From an optimization exercise on the open Yosys and OpenROAD flow, aimed at small area, a short achievable clock period and few clock cycles per item; shortcuts taken in it are not production practice.
No functional check of the RTL was part of any run shown here.
Power and IR drop assume default switching activity.

`design/flow/constraint.sdc`:
```
create_clock -name core_clock -period 7.5 [get_ports {Clock_not}]
set_input_delay 1.5000 -clock core_clock [delete_from_list [all_inputs] [get_ports {Clock_not}]]
set_output_delay 1.5000 -clock core_clock [all_outputs]
set_load 0.01 [all_outputs]
```
`design/flow/design.v`:
```
`default_nettype none
package risc14Pkg;
	typedef struct packed {
		logic [7-1:0] laneHi;  
		logic [7-1:0] laneLo;  
	} risc14Lanes;
	typedef union packed {
		logic [14-1:0] scalar;
		risc14Lanes lanes;
	} risc14Word;
endpackage
`default_nettype wire
`default_nettype none
module mulTree
(
	input wire logic [13:0] a,
	input wire logic [13:0] b,
	output logic [13:0] sumRow,
	output logic [13:0] carryRow
);
	wire one0 = b[0] ^ 1'b0;
	wire two0 = (b[1] & ~b[0] & ~1'b0) | (~b[1] & b[0] & 1'b0);
	wire neg0 = b[1];
	wire pp0_0 = ((one0 & a[0]) | (two0 & 1'b0)) ^ neg0;
	wire pp0_1 = ((one0 & a[1]) | (two0 & a[0])) ^ neg0;
	wire pp0_2 = ((one0 & a[2]) | (two0 & a[1])) ^ neg0;
	wire pp0_3 = ((one0 & a[3]) | (two0 & a[2])) ^ neg0;
	wire pp0_4 = ((one0 & a[4]) | (two0 & a[3])) ^ neg0;
	wire pp0_5 = ((one0 & a[5]) | (two0 & a[4])) ^ neg0;
	wire pp0_6 = ((one0 & a[6]) | (two0 & a[5])) ^ neg0;
	wire pp0_7 = ((one0 & a[7]) | (two0 & a[6])) ^ neg0;
	wire pp0_8 = ((one0 & a[8]) | (two0 & a[7])) ^ neg0;
	wire pp0_9 = ((one0 & a[9]) | (two0 & a[8])) ^ neg0;
	wire pp0_10 = ((one0 & a[10]) | (two0 & a[9])) ^ neg0;
	wire pp0_11 = ((one0 & a[11]) | (two0 & a[10])) ^ neg0;
	wire pp0_12 = ((one0 & a[12]) | (two0 & a[11])) ^ neg0;
	wire pp0_13 = ((one0 & a[13]) | (two0 & a[12])) ^ neg0;
	wire one1 = b[2] ^ b[1];
	wire two1 = (b[3] & ~b[2] & ~b[1]) | (~b[3] & b[2] & b[1]);
	wire neg1 = b[3];
	wire pp1_0 = ((one1 & a[0]) | (two1 & 1'b0)) ^ neg1;
	wire pp1_1 = ((one1 & a[1]) | (two1 & a[0])) ^ neg1;
	wire pp1_2 = ((one1 & a[2]) | (two1 & a[1])) ^ neg1;
	wire pp1_3 = ((one1 & a[3]) | (two1 & a[2])) ^ neg1;
	wire pp1_4 = ((one1 & a[4]) | (two1 & a[3])) ^ neg1;
	wire pp1_5 = ((one1 & a[5]) | (two1 & a[4])) ^ neg1;
	wire pp1_6 = ((one1 & a[6]) | (two1 & a[5])) ^ neg1;
	wire pp1_7 = ((one1 & a[7]) | (two1 & a[6])) ^ neg1;
	wire pp1_8 = ((one1 & a[8]) | (two1 & a[7])) ^ neg1;
	wire pp1_9 = ((one1 & a[9]) | (two1 & a[8])) ^ neg1;
	wire pp1_10 = ((one1 & a[10]) | (two1 & a[9])) ^ neg1;
	wire pp1_11 = ((one1 & a[11]) | (two1 & a[10])) ^ neg1;
	wire one2 = b[4] ^ b[3];
	wire two2 = (b[5] & ~b[4] & ~b[3]) | (~b[5] & b[4] & b[3]);
	wire neg2 = b[5];
	wire pp2_0 = ((one2 & a[0]) | (two2 & 1'b0)) ^ neg2;
	wire pp2_1 = ((one2 & a[1]) | (two2 & a[0])) ^ neg2;
	wire pp2_2 = ((one2 & a[2]) | (two2 & a[1])) ^ neg2;
	wire pp2_3 = ((one2 & a[3]) | (two2 & a[2])) ^ neg2;
	wire pp2_4 = ((one2 & a[4]) | (two2 & a[3])) ^ neg2;
	wire pp2_5 = ((one2 & a[5]) | (two2 & a[4])) ^ neg2;
	wire pp2_6 = ((one2 & a[6]) | (two2 & a[5])) ^ neg2;
	wire pp2_7 = ((one2 & a[7]) | (two2 & a[6])) ^ neg2;
	wire pp2_8 = ((one2 & a[8]) | (two2 & a[7])) ^ neg2;
	wire pp2_9 = ((one2 & a[9]) | (two2 & a[8])) ^ neg2;
	wire one3 = b[6] ^ b[5];
	wire two3 = (b[7] & ~b[6] & ~b[5]) | (~b[7] & b[6] & b[5]);
	wire neg3 = b[7];
	wire pp3_0 = ((one3 & a[0]) | (two3 & 1'b0)) ^ neg3;
	wire pp3_1 = ((one3 & a[1]) | (two3 & a[0])) ^ neg3;
	wire pp3_2 = ((one3 & a[2]) | (two3 & a[1])) ^ neg3;
	wire pp3_3 = ((one3 & a[3]) | (two3 & a[2])) ^ neg3;
	wire pp3_4 = ((one3 & a[4]) | (two3 & a[3])) ^ neg3;
	wire pp3_5 = ((one3 & a[5]) | (two3 & a[4])) ^ neg3;
	wire pp3_6 = ((one3 & a[6]) | (two3 & a[5])) ^ neg3;
	wire pp3_7 = ((one3 & a[7]) | (two3 & a[6])) ^ neg3;
	wire one4 = b[8] ^ b[7];
	wire two4 = (b[9] & ~b[8] & ~b[7]) | (~b[9] & b[8] & b[7]);
	wire neg4 = b[9];
	wire pp4_0 = ((one4 & a[0]) | (two4 & 1'b0)) ^ neg4;
	wire pp4_1 = ((one4 & a[1]) | (two4 & a[0])) ^ neg4;
	wire pp4_2 = ((one4 & a[2]) | (two4 & a[1])) ^ neg4;
	wire pp4_3 = ((one4 & a[3]) | (two4 & a[2])) ^ neg4;
	wire pp4_4 = ((one4 & a[4]) | (two4 & a[3])) ^ neg4;
	wire pp4_5 = ((one4 & a[5]) | (two4 & a[4])) ^ neg4;
	wire one5 = b[10] ^ b[9];
	wire two5 = (b[11] & ~b[10] & ~b[9]) | (~b[11] & b[10] & b[9]);
	wire neg5 = b[11];
	wire pp5_0 = ((one5 & a[0]) | (two5 & 1'b0)) ^ neg5;
	wire pp5_1 = ((one5 & a[1]) | (two5 & a[0])) ^ neg5;
	wire pp5_2 = ((one5 & a[2]) | (two5 & a[1])) ^ neg5;
	wire pp5_3 = ((one5 & a[3]) | (two5 & a[2])) ^ neg5;
	wire one6 = b[12] ^ b[11];
	wire two6 = (b[13] & ~b[12] & ~b[11]) | (~b[13] & b[12] & b[11]);
	wire neg6 = b[13];
	wire pp6_0 = ((one6 & a[0]) | (two6 & 1'b0)) ^ neg6;
	wire pp6_1 = ((one6 & a[1]) | (two6 & a[0])) ^ neg6;
	wire s1 = pp0_10 ^ pp1_8;
	wire c2 = pp0_10 & pp1_8;
	wire s3 = pp0_11 ^ pp1_9;
	wire c4 = pp0_11 & pp1_9;
	wire p7 = pp0_12 ^ pp1_10;
	wire s5 = p7 ? ~pp2_8 : pp2_8;
	wire c6 = p7 ? pp2_8 : pp0_12;
	wire s8 = pp3_6 ^ pp4_4;
	wire c9 = pp3_6 & pp4_4;
	wire p12 = pp0_13 ^ pp1_11;
	wire s10 = p12 ? ~pp2_9 : pp2_9;
	wire c11 = p12 ? pp2_9 : pp0_13;
	wire s13 = pp3_7 ^ pp4_5;
	wire c14 = pp3_7 & pp4_5;
	wire s15 = pp0_6 ^ pp1_4;
	wire c16 = pp0_6 & pp1_4;
	wire s17 = pp0_7 ^ pp1_5;
	wire c18 = pp0_7 & pp1_5;
	wire p21 = pp0_8 ^ pp1_6;
	wire s19 = p21 ? ~pp2_4 : pp2_4;
	wire c20 = p21 ? pp2_4 : pp0_8;
	wire s22 = pp3_2 ^ pp4_0;
	wire c23 = pp3_2 & pp4_0;
	wire p26 = pp0_9 ^ pp1_7;
	wire s24 = p26 ? ~pp2_5 : pp2_5;
	wire c25 = p26 ? pp2_5 : pp0_9;
	wire s27 = pp3_3 ^ pp4_1;
	wire c28 = pp3_3 & pp4_1;
	wire p31 = pp2_6 ^ pp3_4;
	wire s29 = p31 ? ~pp4_2 : pp4_2;
	wire c30 = p31 ? pp4_2 : pp2_6;
	wire p34 = pp5_0 ^ neg5;
	wire s32 = p34 ? ~s1 : s1;
	wire c33 = p34 ? s1 : pp5_0;
	wire p37 = pp2_7 ^ pp3_5;
	wire s35 = p37 ? ~pp4_3 : pp4_3;
	wire c36 = p37 ? pp4_3 : pp2_7;
	wire p40 = pp5_1 ^ s3;
	wire s38 = p40 ? ~c2 : c2;
	wire c39 = p40 ? c2 : pp5_1;
	wire p43 = pp5_2 ^ pp6_0;
	wire s41 = p43 ? ~neg6 : neg6;
	wire c42 = p43 ? neg6 : pp5_2;
	wire p46 = s5 ^ s8;
	wire s44 = p46 ? ~c4 : c4;
	wire c45 = p46 ? c4 : s5;
	wire p49 = pp5_3 ^ pp6_1;
	wire s47 = p49 ? ~s10 : s10;
	wire c48 = p49 ? s10 : pp5_3;
	wire p52 = s13 ^ c6;
	wire s50 = p52 ? ~c9 : c9;
	wire c51 = p52 ? c9 : s13;
	wire s53 = pp0_4 ^ pp1_2;
	wire c54 = pp0_4 & pp1_2;
	wire s55 = pp0_5 ^ pp1_3;
	wire c56 = pp0_5 & pp1_3;
	wire p59 = pp2_2 ^ pp3_0;
	wire s57 = p59 ? ~neg3 : neg3;
	wire c58 = p59 ? neg3 : pp2_2;
	wire p62 = pp2_3 ^ pp3_1;
	wire s60 = p62 ? ~s17 : s17;
	wire c61 = p62 ? s17 : pp2_3;
	wire p65 = neg4 ^ s19;
	wire s63 = p65 ? ~s22 : s22;
	wire c64 = p65 ? s22 : neg4;
	wire p68 = s24 ^ s27;
	wire s66 = p68 ? ~c20 : c20;
	wire c67 = p68 ? c20 : s24;
	wire p71 = s29 ^ s32;
	wire s69 = p71 ? ~c25 : c25;
	wire c70 = p71 ? c25 : s29;
	wire p74 = s35 ^ s38;
	wire s72 = p74 ? ~c30 : c30;
	wire c73 = p74 ? c30 : s35;
	wire p77 = s41 ^ s44;
	wire s75 = p77 ? ~c36 : c36;
	wire c76 = p77 ? c36 : s41;
	wire p80 = s47 ^ s50;
	wire s78 = p80 ? ~c42 : c42;
	wire c79 = p80 ? c42 : s47;
	wire s81 = pp0_2 ^ pp1_0;
	wire c82 = pp0_2 & pp1_0;
	wire s83 = pp0_3 ^ pp1_1;
	wire c84 = pp0_3 & pp1_1;
	wire p87 = pp2_0 ^ neg2;
	wire s85 = p87 ? ~s53 : s53;
	wire c86 = p87 ? s53 : pp2_0;
	wire p90 = pp2_1 ^ s55;
	wire s88 = p90 ? ~c54 : c54;
	wire c89 = p90 ? c54 : pp2_1;
	wire p93 = s15 ^ s57;
	wire s91 = p93 ? ~c56 : c56;
	wire c92 = p93 ? c56 : s15;
	wire p96 = c16 ^ s60;
	wire s94 = p96 ? ~c58 : c58;
	wire c95 = p96 ? c58 : c16;
	wire p99 = c18 ^ s63;
	wire s97 = p99 ? ~c61 : c61;
	wire c98 = p99 ? c61 : c18;
	wire p102 = c23 ^ s66;
	wire s100 = p102 ? ~c64 : c64;
	wire c101 = p102 ? c64 : c23;
	wire p105 = c28 ^ s69;
	wire s103 = p105 ? ~c67 : c67;
	wire c104 = p105 ? c67 : c28;
	wire p108 = c33 ^ s72;
	wire s106 = p108 ? ~c70 : c70;
	wire c107 = p108 ? c70 : c33;
	wire p111 = c39 ^ s75;
	wire s109 = p111 ? ~c73 : c73;
	wire c110 = p111 ? c73 : c39;
	wire p114 = c45 ^ s78;
	wire s112 = p114 ? ~c76 : c76;
	wire c113 = p114 ? c76 : c45;
	assign sumRow = {s112, s109, s106, s103, s100, s97, s94, s91, s88, s85, s83, neg1, pp0_1, pp0_0};
	assign carryRow = {c110, c107, c104, c101, c98, c95, c92, c89, c86, c84, c82, s81, 1'b0, neg0};
endmodule
`default_nettype wire
`timescale 1ns/100ps
`default_nettype none
module risc14Exec
(
	input wire logic Clock_not,
	input wire logic rstN,
	input wire logic psel,
	input wire logic penable,
	input wire logic pwrite,
	input wire logic [8-1:0] paddr,
	input wire logic [32-1:0] pwdata,
	output logic [32-1:0] prdata,
	output logic pready,
	output logic pslverr
);
	localparam logic [3:0] K_CPY = 4'd0;   
	localparam logic [3:0] K_ADD = 4'd1;   
	localparam logic [3:0] K_VEC = 4'd2;   
	localparam logic [3:0] K_MULF = 4'd3;  
	localparam logic [3:0] K_NOT = 4'd4;
	localparam logic [3:0] K_AND = 4'd5;
	localparam logic [3:0] K_OR = 4'd6;
	localparam logic [3:0] K_XOR = 4'd7;
	localparam logic [3:0] K_SRL = 4'd8;
	localparam logic [3:0] K_SRA = 4'd9;
	localparam logic [3:0] K_ROTL = 4'd10;
	localparam logic [3:0] K_ROTR = 4'd11;
	logic [14-1:0] regFile [0:16-1];
	logic [12-1:0] statusReg;
	logic [14-1:0] opA;  
	logic [14-1:0] opB;  
	logic [4-1:0] destIdx;
	logic selAdd, selProp, selGen, selShr, selRotl, selNot, selCpy;
	logic isVec, fillRot, fillSign;
	logic wrCV, wrNZ, wrLane;
	logic isSub;
	logic commit;   
	logic mulBusy;  
	logic errQ;
	logic [5-1:0] wordIdx;
	logic [6-1:0] opc;
	logic setup;
	logic isReg, isInstr, isStatus;
	logic opcLegal, useImm, instrExec, hostWrite, isMul;
	logic [3:0] kNew;
	assign wordIdx = paddr[6:2];
	assign opc = pwdata[13:8];
	assign setup = psel & ~penable;
	assign isReg = ~wordIdx[4];
	assign isInstr = (wordIdx == 5'd16);
	assign isStatus = (wordIdx == 5'd17);
	always_comb begin
		opcLegal = 1'b1;
		useImm = 1'b0;
		kNew = K_CPY;
		case (opc)
			6'h02: kNew = K_CPY;
			6'h05, 6'h06: kNew = K_ADD;
			6'h07, 6'h08: begin kNew = K_ADD; useImm = 1'b1; end
			6'h09: kNew = K_MULF;
			6'h0B: kNew = K_NOT;
			6'h0C: kNew = K_AND;
			6'h0D: kNew = K_OR;
			6'h0E: kNew = K_XOR;
			6'h0F: begin kNew = K_SRL; useImm = 1'b1; end
			6'h10: begin kNew = K_SRA; useImm = 1'b1; end
			6'h11: begin kNew = K_ROTL; useImm = 1'b1; end
			6'h12: begin kNew = K_ROTR; useImm = 1'b1; end
			6'h17, 6'h18: kNew = K_VEC;
			default: opcLegal = 1'b0;
		endcase
	end
	assign instrExec = isInstr & pwrite & opcLegal;
	assign hostWrite = isReg & pwrite;
	assign isMul = (opc == 6'h09);
	logic [14-1:0] mulSum, mulCarry;
	mulTree mulUnit (.a(opA), .b(opB), .sumRow(mulSum), .carryRow(mulCarry));
	logic readA, writeA, selSr, keepB, immB;
	logic [3:0] loA, hiA, loB, hiB;
	logic [14-1:0] grpA [0:3];
	logic [14-1:0] grpB [0:3];
	logic [14-1:0] portB, nextA, nextB;
	assign readA = ~mulBusy & ~pwrite;
	assign writeA = ~mulBusy & pwrite;
	assign selSr = ~mulBusy & ~pwrite & isStatus;
	logic immOpc;
	assign immOpc = (opc[4] & ~opc[3] & ~opc[2])
		| (~opc[4] & opc[2] & opc[1] & opc[0])
		| (~opc[4] & opc[3] & ~opc[2] & ~opc[1] & ~opc[0]);
	assign keepB = ~mulBusy & ~hostWrite & ~immOpc;
	assign immB = ~mulBusy & (hostWrite | immOpc);
	always_comb begin
		for (int l = 0; l < 4; l++) begin
			loA[l] = (readA & isReg & (wordIdx[1:0] == l))
				| (writeA & (pwdata[4+1:4] == l));
			hiA[l] = pwrite ? (pwdata[7:7-1] == l) : (wordIdx[3:2] == l);
			loB[l] = (pwdata[0+1:0] == l);
			hiB[l] = (pwdata[3:3-1] == l);
		end
		nextA = ({14{mulBusy}} & mulSum)
			| ({14{selSr}} & {{(14-12){1'b0}}, statusReg});
		portB = '0;
		for (int h = 0; h < 4; h++) begin
			grpA[h] = '0;
			grpB[h] = '0;
			for (int l = 0; l < 4; l++) begin
				grpA[h] = grpA[h] | ({14{loA[l]}} & regFile[4*h+l]);
				grpB[h] = grpB[h] | ({14{loB[l]}} & regFile[4*h+l]);
			end
			nextA = nextA | ({14{hiA[h]}} & grpA[h]);
			portB = portB | ({14{hiB[h]}} & grpB[h]);
		end
		nextB = ({14{mulBusy}} & mulCarry)
			| ({14{keepB}} & portB)
			| ({14{~mulBusy & hostWrite}} & pwdata[14-1:0])
			| ({14{immB}}
				& {{(14-4){1'b0}}, pwdata[3:0]});
	end
	always_ff @(posedge Clock_not) begin
		mulBusy <= setup & instrExec & isMul;
		commit <= (setup & (hostWrite | (instrExec & ~isMul))) | mulBusy;
		errQ <= ~(isReg | instrExec | (isStatus & ~pwrite));
		destIdx <= hostWrite ? wordIdx[4-1:0] : pwdata[7:4];
		isSub <= ~hostWrite & ((opc == 6'h06) | (opc == 6'h08) | (opc == 6'h18));
		selAdd <= rstN & (mulBusy | (~hostWrite & ((kNew == K_ADD) | (kNew == K_VEC))));
		selProp <= rstN & ~mulBusy & ~hostWrite & ((kNew == K_XOR) | (kNew == K_OR));
		selGen <= rstN & ~mulBusy & ~hostWrite & ((kNew == K_AND) | (kNew == K_OR));
		selShr <= rstN & ~mulBusy & ~hostWrite & ((kNew == K_SRL) | (kNew == K_SRA) | (kNew == K_ROTR));
		selRotl <= rstN & ~mulBusy & ~hostWrite & (kNew == K_ROTL);
		selNot <= rstN & ~mulBusy & ~hostWrite & (kNew == K_NOT);
		selCpy <= rstN & ~mulBusy & (hostWrite | (kNew == K_CPY));
		isVec <= ~mulBusy & ~hostWrite & (kNew == K_VEC);
		fillRot <= (kNew == K_ROTR);
		fillSign <= (kNew == K_SRA);
		wrCV <= setup & instrExec & (kNew == K_ADD);
		wrNZ <= mulBusy | (setup & instrExec & ~isMul & ((kNew == K_ADD) | (kNew == K_NOT)
			| (kNew == K_AND) | (kNew == K_OR) | (kNew == K_XOR)));
		wrLane <= setup & instrExec & (kNew == K_VEC);
		opA <= nextA;
		opB <= nextB;
	end
	logic [14-1:0] bx, prop, gen;
	logic gapX, gapY;
	logic [14:0] ax, ay, ap, ag;
	logic [15:0] gk [0:4];
	logic [15:0] pk [0:4];
	logic [16:0] sum;  
	logic [14-1:0] addRes;
	assign bx = opB ^ {14{isSub}};
	assign gapX = ~isVec | isSub;
	assign gapY = isVec & isSub;
	assign ax = {opA[13:7], gapX, opA[6:0]};
	assign ay = {bx[13:7], gapY, bx[6:0]};
	always_comb begin
		for (int k = 0; k < 15; k++) begin
			ap[k] = ax[k] ? ~ay[k] : ay[k];
			ag[k] = ax[k] ? ay[k] : 1'b0;
		end
		gk[0] = {ag, isSub};
		pk[0] = {ap, 1'b0};
		for (int l = 0; l < 4; l++) begin
			for (int k = 0; k < 16; k++) begin
				if (k >= (1 << l)) begin
					gk[l + 1][k] = gk[l][k] | (pk[l][k] & gk[l][k - (1 << l)]);
					pk[l + 1][k] = pk[l][k] & pk[l][k - (1 << l)];
				end else begin
					gk[l + 1][k] = gk[l][k];
					pk[l + 1][k] = pk[l][k];
				end
			end
		end
		sum[0] = 1'b0;
		for (int k = 0; k < 15; k++) begin
			sum[k + 1] = ap[k] ? ~gk[4][k] : gk[4][k];
		end
		sum[16] = gk[4][15];
	end
	assign prop = {ap[14:8], ap[6:0]};
	assign gen = {ag[14:8], ag[6:0]};
	assign addRes = {sum[15:9], sum[7:1]};
	logic [1:0] shamt;
	logic [2:0] fill;
	logic [16:0] shrOut;
	logic [27:0] rotl;
	assign shamt = opB[1:0];
	assign fill = fillRot ? opA[2:0] : (fillSign ? {3{opA[13]}} : 3'b000);
	assign shrOut = {fill, opA} >> shamt;
	assign rotl = {opA, opA} << shamt;
	logic [14-1:0] result, otherRes;
	assign otherRes = ({14{selProp}} & prop)
		| ({14{selGen}} & gen)
		| ({14{selShr}} & shrOut[13:0])
		| ({14{selRotl}} & rotl[27:14])
		| ({14{selNot}} & ~opA)
		| ({14{selCpy}} & opB);
	assign result = ({14{selAdd}} & addRes) | otherRes;
	logic [14-1:0] zCarry;
	logic zLoAdd, zHiAdd;
	assign zCarry = {opA[12:7] | bx[12:7], isVec ? isSub : (opA[6] | bx[6]),
		opA[5:0] | bx[5:0], isSub};
	assign zLoAdd = (prop[6:0] == zCarry[6:0]);
	assign zHiAdd = (prop[13:7] == zCarry[13:7]);
	logic zLo, zHi;
	logic flagC, flagV, loC, loV;
	assign zLo = (zLoAdd | ~selAdd) & (otherRes[6:0] == '0);
	assign zHi = (zHiAdd | ~selAdd) & (otherRes[13:7] == '0);
	assign flagC = gk[4][15] ^ isSub;
	assign flagV = gk[4][14] ^ gk[4][15];
	assign loC = gk[4][7] ^ isSub;
	assign loV = gk[4][6] ^ gk[4][7];
	always_ff @(posedge Clock_not) begin
		for (int i = 0; i < 16; i++) begin
			if (!rstN || (commit && destIdx == i)) begin
				regFile[i] <= result;
			end
		end
	end
	always_ff @(posedge Clock_not) begin
		if (!rstN || wrCV) begin
			statusReg[11] <= rstN & flagC;
			statusReg[9] <= rstN & flagV;
		end
		if (!rstN || wrNZ) begin
			statusReg[10] <= rstN & result[13];
			statusReg[8] <= rstN & zLo & zHi;
		end
		if (!rstN || wrLane) begin
			statusReg[7:0] <= {8{rstN}} & {flagC, result[13], flagV, zHi,
				loC, result[6], loV, zLo};
		end
	end
	assign prdata = {{(32-14){1'b0}}, opA};
	assign pready = ~mulBusy;
	assign pslverr = errQ;
endmodule
`default_nettype wire
```
`design/flow/config.mk`:
```
export PLATFORM = sky130hd
export DESIGN_NAME = risc14Exec
export DESIGN_NICKNAME = risc14Exec
export VERILOG_FILES = /design/flow/design.v
export SDC_FILE = /design/flow/constraint.sdc
export NUM_CORES = 4
export LEC_CHECK = 0
export ABC_AREA = 1
export CAP_MARGIN = 20
export CORE_MARGIN = 2
export CORE_UTILIZATION = 50
export SETUP_SLACK_MARGIN = 5.0
export SLEW_MARGIN = 20
export TNS_END_PERCENT = 5
```
`design/flow/standard.sh`:
```
#!/bin/bash
# synth_recipe.tcl (not shown) runs the flow's synth.tcl, then flattens the netlist and writes it again
# the make line also repeats each setting of config.mk as NAME=value (left out here)
make -C /OpenROAD-flow-scripts/flow DESIGN_CONFIG=/design/flow/config.mk WORK_HOME=/design/flow/orfs CLKGATE_MAP_FILE= SYNTH_SCRIPT=/design/flow/synth_recipe.tcl "${@:-finish}"
```
`design/flow/flow/run.sh`:
```
#!/bin/bash
# Standard layout, with the port buffers made from plain buffers instead of
# the cell buffer_ports picks by default (often a delay cell).
set -e
cp standard.sh standard.sh.txt 2>/dev/null || true
export BUFFER_PORTS_ARGS="-buffer_cell sky130_fd_sc_hd__buf_4"
bash standard.sh > standard.log 2>&1
```
==> results of run 1 <==
-- cell type report --
type,instances,area [µm²],share of cell area [%]
Clock buffer,40,849.6,3.914
Clock inverter,17,137.6,0.6342
Inverter,303,1237,5.702
Multi-Input combinational cell,1407,9096,41.91
Sequential cell,285,8115,37.39
Tap cell,455,569.3,2.623
Timing Repair Buffer,154,1692,7.794
Timing Repair inverter,1,6.256,0.02883
-- what timing repair did --
| item | in CTS | in global routing |
|---|---|---|
| gates cloned | 16 | 2 |
| pin swaps | 58 | 48 |
| endpoints found under the setup margin | 293 | 264 |
| gates resized for setup | 235 | 73 |
| buffers inserted | 48 | 26 |
-- routing by layer --
| layer | global-route usage [%] | vias up | wire length, µm |
|---|---|---|---|
| met3 | 5.251 | 188 | 5729 |
| li1 | - | 7459 | - |
| met1 | 45.35 | 7723 | 25450 |
| met4 | 17.69 | 0 | 3563 |
| met2 | 58.90 | 950 | 30960 |
| met5 | 0 | - | 0 |
-- worst max-delay path by stage --
stage | start | to | slack [ns] | cells past startpoint
2_1_floorplan | opB[1] | regFile[0][11] | 4.49 | 21
4_1_cts | pwrite | opA[11] | 4.70 | 14
6_report | pwdata[1] | opB[0] | 4.54 | 9
3_5_place_dp | pwrite | opA[13] | 2.96 | 11
5_1_grt | isSub | regFile[1][11] | 4.57 | 16
3_3_place_gp | pwrite | opA[13] | 2.98 | 11
-- worst reg2reg max path, delay by kind of cell (launching register included) --
family,cells,cell delay [ns]
simple gates,7,0.65
xor+xnor,1,0.19
buf+inv,2,0.23
fa+ha+maj,1,0.19
compound gates,5,0.90
flops,1,0.38
-- cells by family after synthesis --
logic type	synth area share, %
buffers and inverters	9.787
AOI/OAI and AO/OA	21.22
other	0.02141
muxes	0.06429
adders and majority gates	3.215
DFF	46.06
xor gates and xnor gates	3.693
and+or+nand+nor	15.93
-- where the power goes --
group	internal (mW)	switching, mW	total (mW)
Combinational	0.790	1.34	2.12
Clock	0.862	0.643	1.51
Sequential	1.95	0.152	2.10
-- state kept, by name (all words and copies together) (netlist names), 4 cells and up --
name       count
regFile      224
opB           14
statusReg     12
destIdx        4
opA           14
-- metrics by stage --
| stage | hold WS (ns) | worst slack (ns) | cell area, µm² |
|---|---|---|---|
| detailed placement | 0.4647 | 2.965 | 18270 |
| global placement | 0.4579 | 2.985 | 18260 |
| CTS | 0.4548 | 4.697 | 21120 |
| finish | 0.4681 | 4.542 | 21700 |
| floorplan | 0.4230 | 4.488 | 17690 |
| global route | 0.4986 | 4.569 | 21700 |
-- placed cells by master, fill, tap and decap left out, types with 14 or more instances in the layout --
| cell | instances |
|---|---|
| sky130_fd_sc_hd__nand3_1 | 86 |
| sky130_fd_sc_hd__nand2_4 | 15 |
| sky130_fd_sc_hd__edfxtp_1 | 236 |
| sky130_fd_sc_hd__clkbuf_16 | 32 |
| sky130_fd_sc_hd__inv_1 | 271 |
| sky130_fd_sc_hd__nand2_1 | 354 |
| sky130_fd_sc_hd__dfxtp_1 | 27 |
| sky130_fd_sc_hd__o21ai_0 | 95 |
| sky130_fd_sc_hd__a21oi_1 | 184 |
| sky130_fd_sc_hd__a21oi_2 | 26 |
| sky130_fd_sc_hd__nor2_1 | 88 |
| sky130_fd_sc_hd__o22ai_1 | 146 |
| sky130_fd_sc_hd__o21ai_1 | 28 |
| sky130_fd_sc_hd__nand2_2 | 22 |
| sky130_fd_sc_hd__buf_4 | 114 |
| sky130_fd_sc_hd__dfxtp_2 | 14 |
| sky130_fd_sc_hd__xor2_1 | 42 |
| sky130_fd_sc_hd__conb_1 | 18 |
| sky130_fd_sc_hd__buf_12 | 19 |
| sky130_fd_sc_hd__ha_1 | 30 |
| sky130_fd_sc_hd__a22o_1 | 24 |
==> run notes, run 1 <==
# TYPE chip_impl_metric gauge
chip_impl_info{name="run_status",value="finished clean"} 1
chip_impl_metric{name="coreArea",unit="mm²"} 0.03454
chip_impl_metric{name="final.fill_count",unit=""} 2982
chip_impl_metric{name="post_route_cells_drive_above_1_share",unit="%"} 21.34
chip_impl_metric{name="layout_worst_path_cycle_share",unit="%"} 39.45
chip_impl_info{name="yosysTopAreaCell",value="sky130_fd_sc_hd__edfxtp_1"} 1
chip_impl_metric{name="die_x",unit="µm"} 191.2
chip_impl_metric{name="final_cells",unit=""} 2662
chip_impl_metric{name="cts-root-to-sink-buffers",unit=""} 3
chip_impl_metric{name="setup_viol",unit=""} 0
chip_impl_metric{name="synth_enable_flop_cells",unit=""} 236
chip_impl_metric{name="number_of_global_route_vias_before_repair",unit=""} 15010
chip_impl_metric{name="grt_antenna_before_repair",unit=""} 0
chip_impl_info{name="path_delay_family",value="simple AND/OR/NAND/NOR gates"} 1
chip_impl_metric{name="max-slew-margin-rel",unit="%"} 19.55
chip_impl_metric{name="hold-path-cell-count",unit=""} 2
chip_impl_info{name="cts_tree",value="yes"} 1
chip_impl_metric{name="cts_buffers",unit=""} 31
chip_impl_metric{name="total_power",unit="mW"} 5.731
chip_impl_info{name="min_delay_worst_endpoint",value="opA[0]"} 1
chip_impl_metric{name="dieArea",unit="mm²"} 0.03654
chip_impl_metric{name="ports_placed_on_the_boundary",unit=""} 79
chip_impl_metric{name="area_of_the_mapped_netlist",unit="mm²"} 0.01751
chip_impl_info{name="root_buffer",value="sky130_fd_sc_hd__clkbuf_16"} 1
chip_impl_metric{name="clk-insertion-delay-late",unit="ns"} 0.59
chip_impl_info{name="r2r-start",value="opB[0]"} 1
chip_impl_info{name="crit_path_capture_type",value="flop"} 1
chip_impl_info{name="synth_ff_type",value="sky130_fd_sc_hd__edfxtp_1"} 1
chip_impl_info{name="post_synth_most_frequent_cells",value="sky130_fd_sc_hd__nand2_1 (367), sky130_fd_sc_hd__inv_1 (288), sky130_fd_sc_hd__edfxtp_1 (236)"} 1
chip_impl_metric{name="place_inst",unit=""} 2513
chip_impl_metric{name="yosys.cell_types.count",unit=""} 64
chip_impl_metric{name="drt-vias-per-instance",unit=""} 6.131
chip_impl_metric{name="wire_per_inst",unit="µm"} 24.68
chip_impl_metric{name="cp.required",unit="ns"} 7.92
chip_impl_metric{name="n_antenna_cell",unit=""} 0
chip_impl_metric{name="regToRegSetupSlack",unit="ns"} 4.67
chip_impl_info{name="crit_path_start_kind",value="input pin"} 1
chip_impl_metric{name="final_net_count",unit=""} 2273
chip_impl_metric{name="synth-warning-count",unit=""} 6
chip_impl_metric{name="drv_slew",unit=""} 0
chip_impl_metric{name="synthArstFlopShare",unit="%"} 0
chip_impl_metric{name="worst_clock_skew",unit="ns"} 0.02325
chip_impl_metric{name="ant_nets",unit=""} 0
chip_impl_metric{name="synth_top_area_share",unit="%"} 40.46
chip_impl_metric{name="postLayoutCoreUtil",unit="%"} 62.83
chip_impl_metric{name="largest_net_degree_at_the_start_of_global_routing",unit=""} 49
chip_impl_metric{name="arrival_time_at_the_worst_endpoint",unit="ns"} 3.38
chip_impl_metric{name="largest_vdd_supply_drop",unit="V"} 0.0002207
chip_impl_metric{name="power-per-cell-area",unit="mW/mm²"} 264.1
chip_impl_info{name="rsz0062_at_grt",value="true"} 1
chip_impl_info{name="min-delay-start",value="statusReg[0]"} 1
chip_impl_metric{name="timing.critical_path.fanout_max",unit=""} 12
chip_impl_metric{name="largest_stage_delay_on_the_critical_path",unit="ns"} 0.44
chip_impl_metric{name="critPathBufInv",unit=""} 3
chip_impl_metric{name="num_clock_sinks",unit=""} 285
chip_impl_metric{name="drt_drc_violations_left",unit=""} 0
chip_impl_metric{name="final_period_minus_worst_setup_slack",unit="ns"} 2.958
chip_impl_info{name="slowest_stage",value="sky130_fd_sc_hd__nor4_1"} 1
chip_impl_info{name="count_leader_synth",value="sky130_fd_sc_hd__nand2_1"} 1
chip_impl_metric{name="dp_hpwl",unit="mm"} 42.34
chip_impl_info{name="crit_chain",value="buf_4 > clkinvlp_4 > buf_4 > nand2_4 > o22ai_1 > a21oi_1 > a21oi_1 > nor4_1 > o221ai_1"} 1
chip_impl_metric{name="drt_first_iter_violations",unit=""} 1806
chip_impl_info{name="ys_top_cells_by_area",value="sky130_fd_sc_hd__edfxtp_1 (40%), sky130_fd_sc_hd__nand2_1 (7.9%), sky130_fd_sc_hd__inv_1 (6.2%), sky130_fd_sc_hd__a21oi_1 (6.1%), sky130_fd_sc_hd__dfxtp_1 (5.6%)"} 1
chip_impl_metric{name="clk_transition_reported_paths",unit="ns"} 0.07
chip_impl_info{name="worst_hold_path_type",value="reg -> reg"} 1
chip_impl_metric{name="floorplan.initialDensity",unit="%"} 50.70
chip_impl_metric{name="totalWireLength",unit="mm"} 65.70
chip_impl_metric{name="ys_seq_elements",unit=""} 285
chip_impl_metric{name="drv.max_cap_violation_count",unit=""} 0
chip_impl_metric{name="die_height",unit="µm"} 191.2
chip_impl_metric{name="layout-area-overhead-vs-synth",unit="%"} 23.92
chip_impl_metric{name="place.port_buffers",unit=""} 39
chip_impl_metric{name="achievable-frequency",unit="MHz"} 338.0
chip_impl_metric{name="global_route.usage.total",unit="%"} 35.50
chip_impl_info{name="critical_path_class",value="in -> reg"} 1
chip_impl_metric{name="drt_first_pass_iters",unit=""} 8
chip_impl_metric{name="seq_area_frac_synth",unit="%"} 46.06
chip_impl_metric{name="syn_avg_cell_area",unit="µm²"} 8.408
chip_impl_metric{name="grt.overflow.total",unit=""} 0
chip_impl_metric{name="cts_hold_repair.buffers",unit=""} 0
chip_impl_metric{name="hold_viol",unit=""} 0
chip_impl_metric{name="rows",unit=""} 68
chip_impl_metric{name="vias",unit=""} 16320
chip_impl_metric{name="gp_congestion",unit=""} 0.9547
chip_impl_metric{name="final.setup.tns",unit="ns"} 0
chip_impl_metric{name="cts_htree_levels",unit=""} 1
chip_impl_info{name="regToRegEndpoint",value="regFile[3][11]"} 1
chip_impl_metric{name="global_route_wire_length_before_repair",unit="mm"} 95.03
chip_impl_metric{name="tightest_slew",unit="ns"} 1.207
chip_impl_metric{name="syn_inst",unit=""} 2083
chip_impl_metric{name="p_leak",unit="nW"} 8.850
chip_impl_metric{name="ff2ff_path_depth",unit=""} 16
==> run 2, diff against run 1 <==
--- a/design/flow/config.mk
+++ b/design/flow/config.mk
@@ -9,6 +9,7 @@
 export CAP_MARGIN = 20
 export CORE_MARGIN = 2
 export CORE_UTILIZATION = 50
+export PLACE_DENSITY = 0.72
 export SETUP_SLACK_MARGIN = 5.0
 export SLEW_MARGIN = 20
 export TNS_END_PERCENT = 5
==> run notes, run 2 <==
# TYPE chip_impl_metric gauge
chip_impl_info{name="run_status",value="finished clean"} 1
chip_impl_metric{name="totalWireLength",unit="mm"} 66.06
chip_impl_metric{name="synth-warning-count",unit=""} 6
chip_impl_metric{name="tightest_slew",unit="ns"} 1.024
chip_impl_metric{name="p_leak",unit="nW"} 8.996
chip_impl_metric{name="final.setup.tns",unit="ns"} 0
chip_impl_info{name="rsz0062_at_grt",value="true"} 1
chip_impl_metric{name="multi_input_area",unit="mm²"} 0.008941
chip_impl_metric{name="coreArea",unit="mm²"} 0.03454
chip_impl_metric{name="cts-root-to-sink-buffers",unit=""} 3
chip_impl_metric{name="die_x",unit="µm"} 191.2
chip_impl_info{name="worst_hold_path_type",value="reg -> reg"} 1
chip_impl_metric{name="ys_seq_elements",unit=""} 285
chip_impl_info{name="mostFrequentLayoutCell",value="sky130_fd_sc_hd__nand2_1"} 1
chip_impl_metric{name="layout_worst_path_cycle_share",unit="%"} 39.72
chip_impl_metric{name="number_of_global_route_vias_before_repair",unit=""} 16140
chip_impl_metric{name="layout.area.seq",unit="mm²"} 0.008097
chip_impl_metric{name="ant_nets",unit=""} 0
chip_impl_metric{name="largest_vdd_supply_drop",unit="V"} 0.0002175
chip_impl_metric{name="dieArea",unit="mm²"} 0.03654
chip_impl_metric{name="dp_hpwl",unit="mm"} 40.39
chip_impl_metric{name="drt_drc_violations_left",unit=""} 0
chip_impl_metric{name="area_of_the_mapped_netlist",unit="mm²"} 0.01751
chip_impl_metric{name="grt.overflow.total",unit=""} 0
chip_impl_metric{name="post_route_cells_drive_above_1_share",unit="%"} 21.49
chip_impl_metric{name="place.port_buffers",unit=""} 39
chip_impl_metric{name="final_period_minus_worst_setup_slack",unit="ns"} 2.979
chip_impl_metric{name="largest_net_degree_at_the_start_of_global_routing",unit=""} 37
chip_impl_metric{name="critPathBufInv",unit=""} 4
chip_impl_metric{name="synthArstFlopShare",unit="%"} 0
chip_impl_info{name="crit_path_start_kind",value="input pin"} 1
chip_impl_info{name="post_synth_most_frequent_cells",value="sky130_fd_sc_hd__nand2_1 (367), sky130_fd_sc_hd__inv_1 (288), sky130_fd_sc_hd__edfxtp_1 (236)"} 1
chip_impl_info{name="slowest_stage",value="sky130_fd_sc_hd__a31oi_4"} 1
chip_impl_metric{name="rows",unit=""} 68
chip_impl_info{name="synth_ff_type",value="sky130_fd_sc_hd__edfxtp_1"} 1
chip_impl_metric{name="clk_transition_reported_paths",unit="ns"} 0.07
chip_impl_metric{name="global_route_wire_length_before_repair",unit="mm"} 96.97
chip_impl_info{name="largest_registers",value="regFile (224), opA (14), opB (14)"} 1
chip_impl_metric{name="grt_antenna_before_repair",unit=""} 0
chip_impl_info{name="root_buffer",value="sky130_fd_sc_hd__clkbuf_16"} 1
chip_impl_info{name="crit_chain",value="buf_12 > inv_8 > nor2_4 > inv_4 > nor3_4 > buf_4 > a31oi_4 > o22ai_1 > a21oi_1 > a21oi_1 > nor3_2 > nand2_1"} 1
chip_impl_info{name="critical_path_class",value="in -> reg"} 1
chip_impl_metric{name="drt_first_iter_violations",unit=""} 2447
chip_impl_metric{name="cts_htree_levels",unit=""} 1
chip_impl_metric{name="clk-insertion-delay-late",unit="ns"} 0.57
chip_impl_info{name="path_delay_family",value="compound AO/OA/AOI/OAI gates"} 1
chip_impl_metric{name="final_net_count",unit=""} 2295
chip_impl_metric{name="setup_viol",unit=""} 0
chip_impl_metric{name="gp_congestion",unit=""} 0.9296
chip_impl_info{name="mostFrequentLayoutCells",value="sky130_fd_sc_hd__nand2_1 (352), sky130_fd_sc_hd__inv_1 (269), sky130_fd_sc_hd__edfxtp_1 (236)"} 1
chip_impl_metric{name="synth_enable_flop_cells",unit=""} 236
chip_impl_metric{name="achievable-frequency",unit="MHz"} 335.7
chip_impl_metric{name="ports_placed_on_the_boundary",unit=""} 79
chip_impl_info{name="regMostFlops",value="regFile"} 1
chip_impl_metric{name="timing.critical_path.fanout_max",unit=""} 11
chip_impl_metric{name="cts_buffers",unit=""} 30
chip_impl_metric{name="worst_clock_skew",unit="ns"} 0.02275
chip_impl_metric{name="hold_viol",unit=""} 0
chip_impl_metric{name="drt-vias-per-instance",unit=""} 6.327
chip_impl_metric{name="cp.required",unit="ns"} 7.95
chip_impl_metric{name="final.fill_count",unit=""} 2829
chip_impl_metric{name="postLayoutCoreUtil",unit="%"} 63.35
chip_impl_info{name="yosysTopAreaCell",value="sky130_fd_sc_hd__edfxtp_1"} 1
chip_impl_metric{name="largest_stage_delay_on_the_critical_path",unit="ns"} 0.48
chip_impl_metric{name="synth_top_area_share",unit="%"} 40.46
chip_impl_metric{name="floorplan.initialDensity",unit="%"} 50.70
chip_impl_metric{name="vias",unit=""} 16990
chip_impl_metric{name="drt_first_pass_iters",unit=""} 6
chip_impl_metric{name="regToRegSetupSlack",unit="ns"} 4.61
chip_impl_metric{name="yosys.cell_types.count",unit=""} 64
chip_impl_metric{name="power-per-cell-area",unit="mW/mm²"} 259.3
chip_impl_metric{name="seq_area_frac_synth",unit="%"} 46.06
chip_impl_metric{name="layout-area-overhead-vs-synth",unit="%"} 24.95
chip_impl_info{name="ys_top_cells_by_area",value="sky130_fd_sc_hd__edfxtp_1 (40%), sky130_fd_sc_hd__nand2_1 (7.9%), sky130_fd_sc_hd__inv_1 (6.2%), sky130_fd_sc_hd__a21oi_1 (6.1%), sky130_fd_sc_hd__dfxtp_1 (5.6%)"} 1
chip_impl_metric{name="arrival_time_at_the_worst_endpoint",unit="ns"} 3.43
chip_impl_info{name="count_leader_synth",value="sky130_fd_sc_hd__nand2_1"} 1
chip_impl_metric{name="drv_slew",unit=""} 0
chip_impl_metric{name="syn_inst",unit=""} 2083
chip_impl_metric{name="die_height",unit="µm"} 191.2
chip_impl_info{name="timing.critical_path.mode_cell",value="sky130_fd_sc_hd__a21oi_1"} 1
chip_impl_info{name="cts_tree",value="yes"} 1
chip_impl_metric{name="global_route.usage.total",unit="%"} 35.60
chip_impl_metric{name="number_of_flip_flops_under_the_largest_register_name",unit=""} 224
chip_impl_metric{name="num_clock_sinks",unit=""} 285
chip_impl_metric{name="max-slew-margin-rel",unit="%"} 31.75
chip_impl_info{name="crit_path_capture_type",value="flop"} 1
chip_impl_metric{name="drv.max_cap_violation_count",unit=""} 0
chip_impl_metric{name="syn_avg_cell_area",unit="µm²"} 8.408
chip_impl_metric{name="wire_per_inst",unit="µm"} 24.60
## run 2: cell counts after synthesis
No cell type changed its count.
## run 2: tightest hold or removal path, delay by kind of cell, from the launching register on
kind             cells  cell delay (ns)
DFF                  1             0.32
and+or+nand+nor      2             0.13
## run 2: path summary, 6_finish.rpt
kind                 from             end  depth (start not counted)
max                pwrite          opA[9]                         12
min          statusReg[6]          opA[6]                          2
max reg2reg         isSub  regFile[4][13]                         10
min reg2reg  statusReg[6]          opA[6]                          2
## run 2: final cells by class
cell class	count	share of cell area [%]
Multi-Input combinational cell	1406	40.86
Sequential cell	285	37.00
Timing Repair Buffer	178	9.588
Inverter	303	5.683
Clock buffer	42	3.871
Tap cell	455	2.601
Clock inverter	14	0.3602
Timing Repair inverter	1	0.03430
Antenna cell	1	0.01143
## run 2: layer usage
metal | global-route usage, % | share of wire [%]
met3 | 6.848 | 12
met2 | 58.11 | 46
met1 | 43.21 | 35
met4 | 22.96 | 7.7
met5 | 0 | 0
## run 2: kinds of logic (layout without fill, tap and decap cells)
| logic type | count (synthesis) | in the layout | synth area share [%] |
|---|---|---|---|
| AND/OR/NAND/NOR | 644 | 648 | 15.93 |
| AO/OA/AOI/OAI | 620 | 621 | 21.22 |
| buffers and inverters | 414 | 538 | 9.787 |
| flip-flops | 285 | 285 | 46.06 |
| XOR/XNOR | 73 | 73 | 3.693 |
| adder cells (fa/ha/maj) | 45 | 45 | 3.215 |
| other | 1 | 19 | 0.02141 |
| multiplexers | 1 | 1 | 0.06429 |
## run 2: stage by stage
stage          cell area (µm²)  worst slack (ns)  std cells  hold slack, ns  power [mW]
6_report                 21880             4.521       2685          0.4811       5.674
5_1_grt                  21880             4.496       2684          0.4900       5.928
4_1_cts                  21400             4.610       2659          0.4691       5.521
3_5_place_dp             18300             3.018       2518          0.4559       3.851
3_3_place_gp             18290             3.028       2518          0.4469       3.795
2_1_floorplan            17690             4.488       2100          0.4230       3.381
## run 2: where the power goes
| group | switching [mW] | leakage, nW | internal (mW) |
|---|---|---|---|
| clock network | 0.638 | 0.460 | 0.788 |
| registers | 0.134 | 2.83 | 1.95 |
| logic | 1.36 | 5.70 | 0.805 |
| total | 2.13 | 9.00 | 3.54 |
## run 2: repair_timing
item	4_1_cts	5_1_grt
pin swaps	47	26
hold buffers	0	0
hold endpoints to repair	0	0
gates cloned	21	1
resized for setup	246	57
setup buffers	64	24
endpoints found under the setup margin	291	261
==> run 3, diff against run 2 <==
--- a/design/flow/config.mk
+++ b/design/flow/config.mk
@@ -9,7 +9,7 @@
 export CAP_MARGIN = 20
 export CORE_MARGIN = 2
 export CORE_UTILIZATION = 50
-export PLACE_DENSITY = 0.72
+export GPL_ROUTABILITY_DRIVEN = 0
 export SETUP_SLACK_MARGIN = 5.0
 export SLEW_MARGIN = 20
 export TNS_END_PERCENT = 5
==> run notes, run 3 <==
# TYPE chip_impl_metric gauge
chip_impl_metric{name="regToRegSetupSlack",unit="ns"} 4.56
chip_impl_info{name="crit_path_start_kind",value="input pin"} 1
chip_impl_metric{name="largest_vdd_supply_drop",unit="V"} 0.0002038
chip_impl_metric{name="grt.overflow.total",unit=""} 0
chip_impl_info{name="crit_path_capture_type",value="flop"} 1
chip_impl_metric{name="layout_worst_path_cycle_share",unit="%"} 40.35
chip_impl_metric{name="final.setup.tns",unit="ns"} 0
chip_impl_metric{name="synth-warning-count",unit=""} 6
chip_impl_info{name="min_delay_worst_endpoint",value="opA[5]"} 1
chip_impl_metric{name="clk_transition_reported_paths",unit="ns"} 0.06
chip_impl_info{name="largest_registers",value="regFile (224), opA (14), opB (14)"} 1
chip_impl_info{name="mostFrequentLayoutCell",value="sky130_fd_sc_hd__nand2_1"} 1
chip_impl_metric{name="dp_hpwl",unit="mm"} 41.15
chip_impl_metric{name="final_net_count",unit=""} 2267
chip_impl_metric{name="power-per-cell-area",unit="mW/mm²"} 263.1
chip_impl_metric{name="global_route.usage.total",unit="%"} 34.97
chip_impl_metric{name="cts-root-to-sink-buffers",unit=""} 3
chip_impl_metric{name="n_antenna_cell",unit=""} 0
chip_impl_metric{name="synthArstFlopShare",unit="%"} 0
chip_impl_metric{name="drt_first_iter_violations",unit=""} 1927
chip_impl_info{name="count_leader_synth",value="sky130_fd_sc_hd__nand2_1"} 1
chip_impl_info{name="regMostFlops",value="regFile"} 1
chip_impl_info{name="run_status",value="finished clean"} 1
chip_impl_info{name="ys_top_cells_by_area",value="sky130_fd_sc_hd__edfxtp_1 (40%), sky130_fd_sc_hd__nand2_1 (7.9%), sky130_fd_sc_hd__inv_1 (6.2%), sky130_fd_sc_hd__a21oi_1 (6.1%), sky130_fd_sc_hd__dfxtp_1 (5.6%)"} 1
chip_impl_metric{name="yosys.cell_types.count",unit=""} 64
chip_impl_metric{name="hold-path-cell-count",unit=""} 2
chip_impl_metric{name="global_route_wire_length_before_repair",unit="mm"} 94.68
chip_impl_info{name="root_buffer",value="sky130_fd_sc_hd__clkbuf_16"} 1
chip_impl_info{name="worstSetupStartpoint",value="pwrite"} 1
chip_impl_metric{name="vias",unit=""} 16340
chip_impl_metric{name="final_period_minus_worst_setup_slack",unit="ns"} 3.026
chip_impl_metric{name="syn_inst",unit=""} 2083
chip_impl_metric{name="worst_clock_skew",unit="ns"} 0.02208
chip_impl_metric{name="critPathBufInv",unit=""} 6
chip_impl_info{name="rsz0062_at_grt",value="true"} 1
chip_impl_metric{name="num_clock_sinks",unit=""} 285
chip_impl_metric{name="cts_htree_levels",unit=""} 1
chip_impl_metric{name="timing.final.ws_setup",unit="ns"} 4.474
chip_impl_metric{name="postLayoutCoreUtil",unit="%"} 62.39
chip_impl_metric{name="final.fill_count",unit=""} 2944
chip_impl_metric{name="post_route_cells_drive_above_1_share",unit="%"} 19.67
chip_impl_metric{name="cts_hold_repair.buffers",unit=""} 0
chip_impl_info{name="slowest_stage",value="sky130_fd_sc_hd__bufbuf_16"} 1
chip_impl_info{name="path_delay_family",value="buffers and inverters"} 1
chip_impl_metric{name="total_non_filler_cell_area_in_the_finished_layout",unit="mm²"} 0.02155
chip_impl_metric{name="synth_top_area_share",unit="%"} 40.46
chip_impl_metric{name="drt_drc_violations_left",unit=""} 0
chip_impl_metric{name="totalWireLength",unit="mm"} 64.53
chip_impl_metric{name="largest_stage_delay_on_the_critical_path",unit="ns"} 0.30
chip_impl_info{name="regToRegEndpoint",value="regFile[1][10]"} 1
chip_impl_metric{name="wire_per_inst",unit="µm"} 24.29
chip_impl_metric{name="synth_enable_flop_cells",unit=""} 236
chip_impl_metric{name="number_of_global_route_vias_before_repair",unit=""} 15470
chip_impl_metric{name="layout-area-overhead-vs-synth",unit="%"} 23.05
chip_impl_metric{name="area_of_the_mapped_netlist",unit="mm²"} 0.01751
chip_impl_metric{name="place_worst_setup_slack",unit="ns"} 2.805
chip_impl_metric{name="max-slew-margin-rel",unit="%"} 24.58
chip_impl_metric{name="coreArea",unit="mm²"} 0.03454
chip_impl_metric{name="die_height",unit="µm"} 191.2
chip_impl_metric{name="syn_avg_cell_area",unit="µm²"} 8.408
chip_impl_metric{name="ports_placed_on_the_boundary",unit=""} 79
chip_impl_metric{name="drv.max_cap_violation_count",unit=""} 0
chip_impl_metric{name="achievable-frequency",unit="MHz"} 330.5
chip_impl_info{name="worst_hold_path_type",value="reg -> reg"} 1
chip_impl_metric{name="die_x",unit="µm"} 191.2
chip_impl_info{name="crit_chain",value="buf_12 > inv_8 > nor2_4 > inv_2 > nor2_4 > a32oi_4 > clkinvlp_4 > buf_12 > bufbuf_16 > a21oi_1 > a21oi_1 > a221oi_2 > nand4_1"} 1
chip_impl_metric{name="ys_seq_elements",unit=""} 285
chip_impl_metric{name="floorplan.initialDensity",unit="%"} 50.70
chip_impl_metric{name="seq_area_frac_synth",unit="%"} 46.06
chip_impl_metric{name="drt-vias-per-instance",unit=""} 6.153
chip_impl_metric{name="dieArea",unit="mm²"} 0.03654
chip_impl_metric{name="hold_viol",unit=""} 0
chip_impl_metric{name="largest_net_degree_at_the_start_of_global_routing",unit=""} 30
chip_impl_metric{name="total_power",unit="mW"} 5.669
chip_impl_info{name="post_synth_most_frequent_cells",value="sky130_fd_sc_hd__nand2_1 (367), sky130_fd_sc_hd__inv_1 (288), sky130_fd_sc_hd__edfxtp_1 (236)"} 1
chip_impl_info{name="mostFrequentLayoutCells",value="sky130_fd_sc_hd__nand2_1 (355), sky130_fd_sc_hd__inv_1 (271), sky130_fd_sc_hd__edfxtp_1 (236)"} 1
chip_impl_info{name="min-delay-start",value="statusReg[5]"} 1
chip_impl_metric{name="drt_first_pass_iters",unit=""} 8
chip_impl_metric{name="cts_buffers",unit=""} 31
chip_impl_info{name="r2r-start",value="isSub"} 1
chip_impl_info{name="critical_path_class",value="in -> reg"} 1
chip_impl_metric{name="arrival_time_at_the_worst_endpoint",unit="ns"} 3.42
chip_impl_metric{name="ff2ff_path_depth",unit=""} 13
chip_impl_metric{name="p_leak",unit="nW"} 8.803
chip_impl_info{name="synth_ff_type",value="sky130_fd_sc_hd__edfxtp_1"} 1
chip_impl_metric{name="grt_antenna_before_repair",unit=""} 0
chip_impl_metric{name="ant_nets",unit=""} 0
chip_impl_info{name="cts_tree",value="yes"} 1
chip_impl_metric{name="setup_viol",unit=""} 0
chip_impl_metric{name="timing.critical_path.fanout_max",unit=""} 15
chip_impl_metric{name="number_of_flip_flops_under_the_largest_register_name",unit=""} 224
chip_impl_metric{name="clk-insertion-delay-late",unit="ns"} 0.57
chip_impl_metric{name="drv_slew",unit=""} 0
chip_impl_metric{name="tightest_slew",unit="ns"} 1.131
chip_impl_metric{name="place.port_buffers",unit=""} 39
chip_impl_metric{name="rows",unit=""} 68
chip_impl_metric{name="cp.required",unit="ns"} 7.90
chip_impl_info{name="yosysTopAreaCell",value="sky130_fd_sc_hd__edfxtp_1"} 1
chip_impl_metric{name="dpl-instance-area",unit="mm²"} 0.01830
==> run 3: cell families (layout without fill, tap and decap cells) <==
logic type / count (synthesis) / count (layout) / synth area share, %
AO/OA/AOI/OAI: 620 / 620 / 21.22
flip-flops: 285 / 285 / 46.06
AND/OR/NAND/NOR: 644 / 648 / 15.93
multiplexers: 1 / 1 / 0.06429
other: 1 / 18 / 0.02141
buffers and inverters: 414 / 511 / 9.787
adder cells (fa/ha/maj): 45 / 45 / 3.215
XOR/XNOR: 73 / 73 / 3.693
==> run 3: worst max-delay path by stage <==
stage / depth (start not counted) / to
final: 13 / opA[1]
after global routing: 20 / opA[13]
after CTS: 13 / opA[1]
after global placement: 11 / opA[13]
after floorplan: 21 / regFile[0][11]
after detailed placement: 11 / opA[13]
==> run 3: worst register-to-register path: cells and delay by family, from the launching register on <==
| family | cells | cell delay (ns) |
|---|---|---|
| AO/OA/AOI/OAI | 4 | 0.98 |
| XOR/XNOR | 2 | 0.37 |
| adder cells (fa/ha/maj) | 1 | 0.23 |
| buffers and inverters | 3 | 0.39 |
| flip-flops | 1 | 0.37 |
| AND/OR/NAND/NOR | 3 | 0.31 |
==> run 3: timing repair <==
action | in CTS | in global routing
pin swaps | 42 | 13
buffers inserted | 46 | 18
gates resized for setup | 199 | 74
cloned | 17 | 1
setup endpoints to repair | 291 | 263
==> run 3: area by class of cell <==
cell class,count,area (µm²),area share (%)
clock inverters,21,162.7,0.7547
multi-input cells,1405,8970,41.62
clock buffers,36,794.5,3.687
well taps,455,569.3,2.642
repair inverters,2,11.26,0.05225
inverters,303,1217,5.649
flip-flops and latches,285,8104,37.60
repair buffers,149,1723,7.994
==> run 3: per-stage QoR <==
step	std cells	hold WS, ns
2_1_floorplan	2100	0.4230
3_3_place_gp	2516	0.4550
3_5_place_dp	2517	0.4463
4_1_cts	2637	0.4619
5_1_grt	2656	0.4914
6_report	2656	0.4646
==> run 3: metal layers <==
| metal | share of wire [%] | vias up | track usage (%) |
|---|---|---|---|
| met5 | 0 | - | 0 |
| met4 | 6.6 | 0 | 18.88 |
| met3 | 9.5 | 271 | 5.196 |
| met2 | 46 | 993 | 58.86 |
| met1 | 38 | 7636 | 43.35 |
| li1 | - | 7443 | - |
==> run 3: power by group <==
part / total [mW] / internal (mW) / switching [mW] / leakage, nW
Sequential: 2.09 / 1.95 / 0.139 / 2.83
Clock: 1.48 / 0.827 / 0.650 / 0.478
Combinational: 2.11 / 0.776 / 1.33 / 5.49
Total: 5.67 / 3.55 / 2.12 / 8.80
==> run 4, diff against run 3 <==
--- a/design/flow/config.mk
+++ b/design/flow/config.mk
@@ -9,7 +9,6 @@
 export CAP_MARGIN = 20
 export CORE_MARGIN = 2
 export CORE_UTILIZATION = 50
-export GPL_ROUTABILITY_DRIVEN = 0
-export SETUP_SLACK_MARGIN = 5.0
+export SETUP_SLACK_MARGIN = 4.7
 export SLEW_MARGIN = 20
 export TNS_END_PERCENT = 5
==> run notes, run 4 <==
# TYPE chip_impl_metric gauge
chip_impl_metric{name="final.setup.tns",unit="ns"} 0
chip_impl_metric{name="drv.max_cap_violation_count",unit=""} 0
chip_impl_metric{name="synth_enable_flop_cells",unit=""} 236
chip_impl_metric{name="drt_drc_violations_left",unit=""} 0
chip_impl_info{name="synth_ff_type",value="sky130_fd_sc_hd__edfxtp_1"} 1
chip_impl_metric{name="setup_viol",unit=""} 0
chip_impl_metric{name="place.port_buffers",unit=""} 39
chip_impl_metric{name="hold_viol",unit=""} 0
chip_impl_metric{name="layout_worst_path_cycle_share",unit="%"} 39.49
chip_impl_info{name="r2r-start",value="isSub"} 1
chip_impl_metric{name="largest_net_degree_at_the_start_of_global_routing",unit=""} 40
chip_impl_metric{name="cts-root-to-sink-buffers",unit=""} 3
chip_impl_metric{name="max-slew-margin-rel",unit="%"} 30.58
chip_impl_info{name="mostFrequentLayoutCells",value="sky130_fd_sc_hd__nand2_1 (356), sky130_fd_sc_hd__inv_1 (267), sky130_fd_sc_hd__edfxtp_1 (236)"} 1
chip_impl_info{name="worstSetupStartpoint",value="pwrite"} 1
chip_impl_info{name="cts_tree",value="yes"} 1
chip_impl_metric{name="final.fill_count",unit=""} 2859
chip_impl_metric{name="cts_htree_levels",unit=""} 2
chip_impl_info{name="yosysTopAreaCell",value="sky130_fd_sc_hd__edfxtp_1"} 1
chip_impl_metric{name="dp_hpwl",unit="mm"} 42.04
chip_impl_metric{name="cts_buffers",unit=""} 34
chip_impl_metric{name="drt-vias-per-instance",unit=""} 6.208
chip_impl_info{name="root_buffer",value="sky130_fd_sc_hd__clkbuf_16"} 1
chip_impl_metric{name="num_clock_sinks",unit=""} 285
chip_impl_metric{name="worst_clock_skew",unit="ns"} 0.02495
chip_impl_metric{name="wire_per_inst",unit="µm"} 25.51
chip_impl_metric{name="totalWireLength",unit="mm"} 68.53
chip_impl_info{name="min-delay-start",value="statusReg[2]"} 1
chip_impl_metric{name="seq_area_frac_synth",unit="%"} 46.06
chip_impl_info{name="ys_top_cells_by_area",value="sky130_fd_sc_hd__edfxtp_1 (40%), sky130_fd_sc_hd__nand2_1 (7.9%), sky130_fd_sc_hd__inv_1 (6.2%), sky130_fd_sc_hd__a21oi_1 (6.1%), sky130_fd_sc_hd__dfxtp_1 (5.6%)"} 1
chip_impl_metric{name="synthArstFlopShare",unit="%"} 0
chip_impl_metric{name="drv_slew",unit=""} 0
chip_impl_metric{name="die_x",unit="µm"} 191.2
chip_impl_metric{name="cts_hold_repair.buffers",unit=""} 0
chip_impl_metric{name="synth-warning-count",unit=""} 6
chip_impl_info{name="count_leader_synth",value="sky130_fd_sc_hd__nand2_1"} 1
chip_impl_metric{name="synth_top_area_share",unit="%"} 40.46
chip_impl_info{name="regMostFlops",value="regFile"} 1
chip_impl_metric{name="coreArea",unit="mm²"} 0.03454
chip_impl_metric{name="drt_first_iter_violations",unit=""} 1958
chip_impl_metric{name="final_net_count",unit=""} 2295
chip_impl_metric{name="cp.required",unit="ns"} 7.92
chip_impl_metric{name="p_switching",unit="mW"} 2.177
chip_impl_metric{name="grt_antenna_before_repair",unit=""} 1
chip_impl_info{name="crit_chain",value="buf_12 > inv_8 > nor2_4 > inv_4 > nor3_4 > a31oi_4 > buf_12 > buf_8 > buf_16 > buf_12 > o22ai_2 > a21oi_2 > a21oi_2 > nor4_4 > nand2_1"} 1
chip_impl_metric{name="grt.overflow.total",unit=""} 0
chip_impl_metric{name="largest_vdd_supply_drop",unit="V"} 0.0002072
chip_impl_metric{name="clk-insertion-delay-late",unit="ns"} 0.56
chip_impl_metric{name="p_sw_share",unit="%"} 36.92
chip_impl_metric{name="rows",unit=""} 68
chip_impl_metric{name="hold-worst-slack",unit="ns"} 0.4996
chip_impl_metric{name="power-per-cell-area",unit="mW/mm²"} 265.7
chip_impl_metric{name="p_leak",unit="nW"} 9.085
chip_impl_metric{name="layout-area-overhead-vs-synth",unit="%"} 26.74
chip_impl_info{name="mostFrequentLayoutCell",value="sky130_fd_sc_hd__nand2_1"} 1
chip_impl_metric{name="sequential_fraction_of_design_power",unit="%"} 35.6
chip_impl_metric{name="achievable-frequency",unit="MHz"} 337.7
chip_impl_metric{name="drt_first_pass_iters",unit=""} 7
chip_impl_metric{name="clk_transition_reported_paths",unit="ns"} 0.07
chip_impl_info{name="run_status",value="finished clean"} 1
chip_impl_info{name="critical_path_class",value="in -> reg"} 1
chip_impl_metric{name="floorplan.initialDensity",unit="%"} 50.70
chip_impl_metric{name="vias",unit=""} 16680
chip_impl_metric{name="ports_placed_on_the_boundary",unit=""} 79
chip_impl_metric{name="number_of_flip_flops_under_the_largest_register_name",unit=""} 224
chip_impl_metric{name="arrival_time_at_the_worst_endpoint",unit="ns"} 3.38
chip_impl_info{name="rsz0062_at_grt",value="true"} 1
chip_impl_metric{name="pwr-share-comb",unit="%"} 36.3
chip_impl_metric{name="largest_stage_delay_on_the_critical_path",unit="ns"} 0.45
chip_impl_metric{name="number_of_global_route_vias_before_repair",unit=""} 15370
chip_impl_metric{name="p_int",unit="mW"} 3.720
==> run 4: power groups by stage <==
stage	registers (mW)	logic (mW)	clock network [mW]
after floorplan	2.05	1.33	0
after global placement	2.10	1.72	0
after detailed placement	2.11	1.76	0
after CTS	2.08	1.97	1.67
after global routing	2.11	2.33	1.73
final	2.10	2.14	1.66
==> run 4: through the flow <==
| step | utilization [%] | total power, mW | area (µm²) | setup WS, ns | cells |
|---|---|---|---|---|---|
| CTS | 61.28 | 5.723 | 21170 | 4.603 | 2639 |
| finish | 64.26 | 5.897 | 22200 | 4.538 | 2686 |
| global route | 64.25 | 6.168 | 22200 | 4.486 | 2685 |
| detailed placement | 52.89 | 3.870 | 18270 | 3.001 | 2517 |
| global placement | 52.87 | 3.827 | 18260 | 2.991 | 2517 |
| floorplan | - | 3.377 | 17670 | 4.488 | 2100 |
==> run 4: area by class of cell <==
cell class | instances | area, µm² | area share (%)
diodes | 1 | 2.502 | 0.01127
clock inverters | 14 | 172.7 | 0.7779
multi-input cells | 1405 | 8996 | 40.53
repair inverters | 1 | 6.256 | 0.02818
repair buffers | 175 | 2168 | 9.768
flip-flops and latches | 285 | 8114 | 36.55
inverters | 303 | 1239 | 5.580
clock buffers | 47 | 929.6 | 4.188
well taps | 455 | 569.3 | 2.565
==> run 4: final timing paths <==
kind	to	slack, ns	cells past startpoint
max reg2reg	statusReg[8]	4.58	10
min	opA[2]	0.50	2
min reg2reg	opA[2]	0.50	2
max	opA[13]	4.54	15
==> run 4: cell families (layout without fill, tap and decap cells) <==
logic type / Yosys count / in the layout / share of synthesized area [%]
muxes: 1 / 1 / 0.06429
adders and majority gates: 45 / 45 / 3.215
xor gates and xnor gates: 73 / 73 / 3.693
other: 1 / 19 / 0.02141
AOI/OAI and AO/OA: 620 / 620 / 21.22
and+or+nand+nor: 644 / 648 / 15.93
DFF: 285 / 285 / 46.06
buffers and inverters: 414 / 540 / 9.787
==> run 4: routing by layer <==
| metal | track usage (%) | share of wire (%) | vias up | wire length (µm) |
|---|---|---|---|---|
| li1 | - | - | 7509 | - |
| met1 | 45.78 | 37 | 7920 | 25610 |
| met2 | 60.69 | 47 | 1046 | 31960 |
| met3 | 5.838 | 10 | 201 | 6987 |
| met4 | 16.27 | 5.8 | 0 | 3973 |
| met5 | 0 | 0 | - | 0 |
==> run 4: what timing repair did <==
action / in CTS / in global routing
gates cloned: 15 / 9
endpoints found under the hold margin: 0 / 0
pin swaps: 39 / 56
setup endpoints to repair: 257 / 190
gates resized for setup: 224 / 106
setup buffers: 46 / 37
==> run 4: worst max-delay path, delay by kind of cell <==
kind,cells,cell delay (ns)
buffers and inverters,7,0.76
AND/OR/NAND/NOR,4,0.64
AO/OA/AOI/OAI,4,0.46

## re-timing with driven ports
No port has a modelled driver above. Below, the same layouts with a new extraction and two added sets of constraints. Step 1, drivers: a clkbuf_16 drives Clock_not and a buf_2 each remaining input, both assumed. Step 2 adds t to the input delays and takes it off the output delays; t is the mean of the earliest and latest rising clock arrival at the registers after step 1. Input paths then give back, and output paths get back, about the clock's delay inside the block. a / b / c = ideal / step 1 / step 2; a / b = the first two.
| run | t, ns | setup WS [ns] | hold slack, ns | worst register clock-pin slew, ns |
|---|---|---|---|---|
| run 1 | 0.627 | 4.542 / 4.569 / 3.942 | 0.468 / 0.468 / 0.468 | 0.08 / 0.08 |
| run 2 | 0.613 | 4.521 / 4.521 / 3.908 | 0.481 / 0.481 / 0.481 | 0.07 / 0.07 |
| run 3 | 0.612 | 4.474 / 4.464 / 3.852 | 0.465 / 0.465 / 0.465 | 0.08 / 0.08 |
| run 4 | 0.597 | 4.538 / 4.547 / 3.949 | 0.500 / 0.500 / 0.500 | 0.07 / 0.07 |
After both steps setup and hold are still met in every run listed. For run 3, which loses most, drivers alone change the setup slack by -0.010 ns; drivers and shift together by -0.622 ns.
